Context: an optimization exercise on an open-source flow, tuned for small area. The choices shown serve that exercise and are no tape-out recipe.
Function was checked by simulation only, so behaviour that the tests miss may differ from the original.
Power is estimated from default activity; no workload was simulated.

## job 9871
==> flow/design.v <==
package sha1_pkg;
  localparam int SHA1_WORD_W = 32;
  localparam int SHA1_BLK_W  = 512;
  localparam logic [7:0] SHA1_PAD_BYTE = 8'h80;
  localparam logic [31:0] SHA1_H0 = 32'h67452301;
  localparam logic [31:0] SHA1_H1 = 32'hEFCDAB89;
  localparam logic [31:0] SHA1_H2 = 32'h98BADCFE;
  localparam logic [31:0] SHA1_H3 = 32'h10325476;
  localparam logic [31:0] SHA1_H4 = 32'hC3D2E1F0;
  typedef enum logic {
    ACCUM = 1'b0,
    SEND  = 1'b1
  } sha1_pad_state_e;
endpackage
module sha1_pad_word
(
  input  logic [sha1_pkg::SHA1_WORD_W-1:0] in_data,
  input  logic [2:0]             nbytes,
  output logic [sha1_pkg::SHA1_WORD_W-1:0] out_word
);
  always_comb begin
    case (nbytes)
      3'd0:    out_word = {sha1_pkg::SHA1_PAD_BYTE, 24'h0};
      3'd1:    out_word = {in_data[31:24], sha1_pkg::SHA1_PAD_BYTE, 16'h0};
      3'd2:    out_word = {in_data[31:16], sha1_pkg::SHA1_PAD_BYTE, 8'h0};
      3'd3:    out_word = {in_data[31:8], sha1_pkg::SHA1_PAD_BYTE};
      default: out_word = in_data;
    endcase
  end
endmodule
module sha1_msg_pad
#(
  parameter int LEN_W = 23
) (
  input  logic                   clk,
  input  logic                   rst,
  input  logic [sha1_pkg::SHA1_WORD_W-1:0] in_data,
  input  logic                   in_vld,
  input  logic                   in_last,
  input  logic [2:0]             in_bytes,
  output logic                   in_rdy,
  output logic [sha1_pkg::SHA1_BLK_W-1:0]  blk_data,
  output logic                   blk_vld,
  input  logic                   blk_rdy,
  output logic                   blk_first,
  output logic                   blk_final
);
  localparam int BC_W = LEN_W - 3;
  logic               snd_q;             
  logic               fresh_q;           
  logic [BC_W-1:0]    bc_q, bc_base, bc_nx;  
  logic               pend_q;            
  logic               first_q;
  logic               final_q;
  logic [0:15][31:0]  w_q, w_d;
  logic               acc, xfer, full, start, fits, lastb, mark, clr;
  logic [3:0]         idx;
  logic [2:0]         nb;
  logic [31:0]        padded, dat;
  logic [BC_W-1:2]    cin;
  logic [15:0]        wr;
  logic               len_sel;
  assign acc   = in_vld & ~snd_q;
  assign xfer  = blk_rdy & snd_q;
  assign bc_base = bc_q & {BC_W{~fresh_q}};
  assign idx   = bc_base[5:2];                   
  assign start = (idx == 4'd0);
  assign full  = in_bytes[2];                    
  assign nb    = full ? 3'd4 : in_bytes;
  assign lastb = acc & in_last;
  assign fits  = ~(idx[3] & idx[2] & (idx[1] | idx[0] & full));
  assign mark  = (bc_q[5:0] == 6'd0);
  sha1_pad_word u_pad_word (
    .in_data  (in_data),
    .nbytes   (nb),
    .out_word (padded)
  );
  assign dat = in_last ? padded : in_data;
  always_comb begin
    cin[2] = acc & (~in_last | full);
    for (int i = 2; i < BC_W - 1; i++) cin[i+1] = cin[i] & bc_base[i];
    bc_nx[BC_W-1:2] = bc_base[BC_W-1:2] ^ cin;
    bc_nx[1:0]      = bc_base[1:0] | ({2{lastb & ~full}} & in_bytes[1:0]);
  end
  always_comb begin
    for (int i = 0; i < 16; i++) wr[i] = acc & (idx == 4'(i));
  end
  assign clr     = xfer | (acc & start);
  assign len_sel = xfer | (lastb & fits);
  always_comb begin
    for (int i = 0; i < 16; i++)
      w_d[i] = (w_q[i] & {32{~clr}}) | (dat & {32{wr[i]}});
    for (int i = 1; i < 16; i++)
      w_d[i][31] = w_d[i][31] | (wr[i-1] & in_last & full);
    w_d[0][31] = w_d[0][31] | (xfer & mark);
    w_d[15][LEN_W-1:3] = w_d[15][LEN_W-1:3] | (bc_nx & {(LEN_W-3){len_sel}});
  end
  always_ff @(posedge clk) begin
    w_q  <= w_d;
    bc_q <= bc_nx;
  end
  always_ff @(posedge clk or posedge rst) begin
    if (rst) begin
      snd_q   <= 1'b0;
      fresh_q <= 1'b1;
      pend_q  <= 1'b0;
      first_q <= 1'b1;
      final_q <= 1'b0;
    end else if (acc) begin
      fresh_q <= 1'b0;
      if (in_last) begin
        snd_q   <= 1'b1;
        final_q <= fits;
        pend_q  <= ~fits;
      end else if (idx == 4'd15) begin
        snd_q   <= 1'b1;
        final_q <= 1'b0;
      end
    end else if (xfer) begin
      if (pend_q) begin
        final_q <= 1'b1;
        pend_q  <= 1'b0;
        first_q <= 1'b0;
      end else begin
        snd_q   <= 1'b0;
        first_q <= final_q;
        fresh_q <= final_q;
      end
    end
  end
  assign blk_data  = w_q;
  assign in_rdy    = ~snd_q;
  assign blk_vld   = snd_q;
  assign blk_first = first_q;
  assign blk_final = final_q;
endmodule
export LEC_CHECK = 0
export CAP_MARGIN = 0
export CORE_MARGIN = 2
export CORE_UTILIZATION = 65
export SLEW_MARGIN = 0
create_clock -name core_clock -period 5.0 [get_ports {clk}]
standard.sh (not shown) runs the stock make flow with config.mk's settings and CLKGATE_MAP_FILE= SYNTH_SCRIPT=/design/flow/synth_recipe.tcl, a recipe that flattens the netlist after the stock synthesis.
==> flow/flow/run.sh <==
#!/bin/bash
# Standard ORFS layout (the standard.sh), with two changes that affect only area:
#  - the port buffers are the smallest buffer cell (buf_1) instead of buffer_ports' default pick;
#  - CTS builds the clock tree from clkbuf_8 cells in clusters of at most 15 sinks within 60 um,
#    and inserts no dummy loads.
# The make output goes to standard_flow.log; each ORFS step writes its own log under orfs/logs.
set -euo pipefail
export BUFFER_PORTS_ARGS="-buffer_cell sky130_fd_sc_hd__buf_1"
export CTS_ARGS="-sink_clustering_enable -repair_clock_nets -dont_use_dummy_load -buf_list {sky130_fd_sc_hd__clkbuf_8} -sink_clustering_size 15 -sink_clustering_max_diameter 60"
bash standard.sh finish > standard_flow.log 2>&1
Job 9871 closes out successfully: all stages finished, all timing, DRC and antenna checks passed.
Inputs modified between job 9871 and job 1898:
diff --git a/flow/flow/run.sh b/flow/flow/run.sh
--- a/flow/flow/run.sh
+++ b/flow/flow/run.sh
@@ -1,3 +1,3 @@
 #!/bin/bash
-# Standard ORFS layout (the standard.sh), with two changes that affect only area:
+# Standard ORFS layout (the standard.sh), with changes that affect only area:
 #  - the port buffers are the smallest buffer cell (buf_1) instead of buffer_ports' default pick;
## What came out
TritonCTS sink count: job 1898 vs job 9871 identical
Re worst relative slew slack: no difference whatsoever between job 9871 and job 1898.
Count of clock-buffer cells in the layout of job 9871 is on par with job 1898.
From job 9871 to job 1898 the numbers moved as follows: buffer count excluding the clock tree in the final layout essentially unchanged, count of cell types in the netlist essentially unchanged, setup TNS after final layout essentially unchanged, DRC violations left essentially unchanged, routed wire length essentially unchanged.
Combinational cell fraction of total power: job 9871 vs job 1898 — no meaningful difference
diff inputs: job 1898 => job 8453
- an added GPL_TIMING_DRIVEN of 0
diff --git a/flow/flow/run.sh b/flow/flow/run.sh
--- a/flow/flow/run.sh
+++ b/flow/flow/run.sh
@@ -1,8 +1,11 @@
 #!/bin/bash
-# Standard ORFS layout (the standard.sh), with changes that affect only area:
+# Standard ORFS layout (the standard.sh), with two changes that affect only area:
 #  - the port buffers are the smallest buffer cell (buf_1) instead of buffer_ports' default pick;
 #  - CTS builds the clock tree from clkbuf_8 cells in clusters of at most 15 sinks within 60 um,
-#    and inserts no dummy loads.
+#    and inserts no dummy loads;
+#  - the buffers that synthesis put in are removed at floorplan; the placer's resizer
+#    buffers the nets that need it.
 # The make output goes to standard_flow.log; each ORFS step writes its own log under orfs/logs.
 set -euo pipefail
+export REMOVE_ABC_BUFFERS=1
 export BUFFER_PORTS_ARGS="-buffer_cell sky130_fd_sc_hd__buf_1"
Findings:
Job 8453 reports a higher power per cell area than job 1898 does.
Diff job 8453 and job 1898: global-route total usage across every layer higher in job 8453
All of job 8453 and job 1898 finish clean.
Job 8453: first-pass GRT wire length is 300 um higher than what job 1898 reported.
From job 1898 to job 8453 the numbers moved as follows: synthesis-to-finish area growth rose by 1.9 points, layout buffering overhead excluding clock cells rose by 1.2 points.
--- input diff job 8453..job 7177 ---
- GPL_TIMING_DRIVEN removed (was 0)
- PLACE_DENSITY newly set to 0.85
==> flow/flow/run.sh <==
#!/bin/bash
# Standard ORFS layout (the standard.sh), with changes that affect only area:
#  - the port buffers are the smallest buffer cell (buf_1) instead of buffer_ports' default pick;
#  - CTS builds the clock tree from clkbuf_8 cells in clusters of at most 15 sinks within 60 um,
#    and inserts no dummy loads.
# The make output goes to standard_flow.log; each ORFS step writes its own log under orfs/logs.
set -euo pipefail
export BUFFER_PORTS_ARGS="-buffer_cell sky130_fd_sc_hd__buf_1"
export CTS_ARGS="-sink_clustering_enable -repair_clock_nets -dont_use_dummy_load -buf_list {sky130_fd_sc_hd__clkbuf_8} -sink_clustering_size 15 -sink_clustering_max_diameter 60"
bash standard.sh finish > standard_flow.log 2>&1
Findings:
The final layout from job 7177, which completed every stage, passed the timing, design-rule and antenna checks at the end of the flow. Relative to job 8453, via total after detailed routing has increased by about 1.7% in job 7177. Of job 8453 and job 7177, the higher share of the clock period used by the worst path after layout belongs to job 8453. The clock input transition at the sequential cells of the worst setup and hold paths was comparable across job 8453 and job 7177. Diff job 8453 and job 7177: number of cells upsized or downsized after cts higher in job 8453. Worst hold margin for job 7177: 18 ps up relative to job 8453. Measured against each other, job 8453 and job 7177 differ in met1 demand-to-capacity share in global routing, the higher figure coming from job 8453. Job 7177 vs. job 8453: slack of the critical path went up, wire length of the first global-routing pass went down, combinational logic power went down.

what the ideal ports hide:
In the flow no input, the clock included, has a driving cell. The finished layouts below were timed again as built, in two steps. Step 1 (the two cells are an assumption about what drives the block):
set clk [get_ports {clk}]
set_driving_cell -lib_cell sky130_fd_sc_hd__clkbuf_16 $clk
set_driving_cell -lib_cell sky130_fd_sc_hd__buf_2 [delete_from_list [all_inputs] $clk]
Step 2 times the ports against the registers' clock, not the clock port: input delays grow and output delays shrink by t, the midpoint of the rising clock arrivals with the driver on. Slacks: ideal / step 1 / step 2; pairs: ideal / step 1.
run | t (ns) | slack for setup (ns) | slew at the worst register clock pin (ns) | worst slew at a driven data input, ns | pins driven straight from the clock port
job 9871 | 0.613 | 0.416 / 0.427 / -0.185 | 0.10 / 0.10 | 0.07 | 1
job 1898 | 0.613 | 0.416 / 0.427 / -0.185 | 0.10 / 0.10 | 0.07 | 1
job 8453 | 0.613 | 0.239 / 0.239 / -0.331 | 0.10 / 0.10 | 0.12 | 1
job 7177 | 0.605 | 0.402 / 0.425 / -0.180 | 0.10 / 0.10 | 0.05 | 1
Met with ideal ports but missed after step 2: setup timing in every run listed.
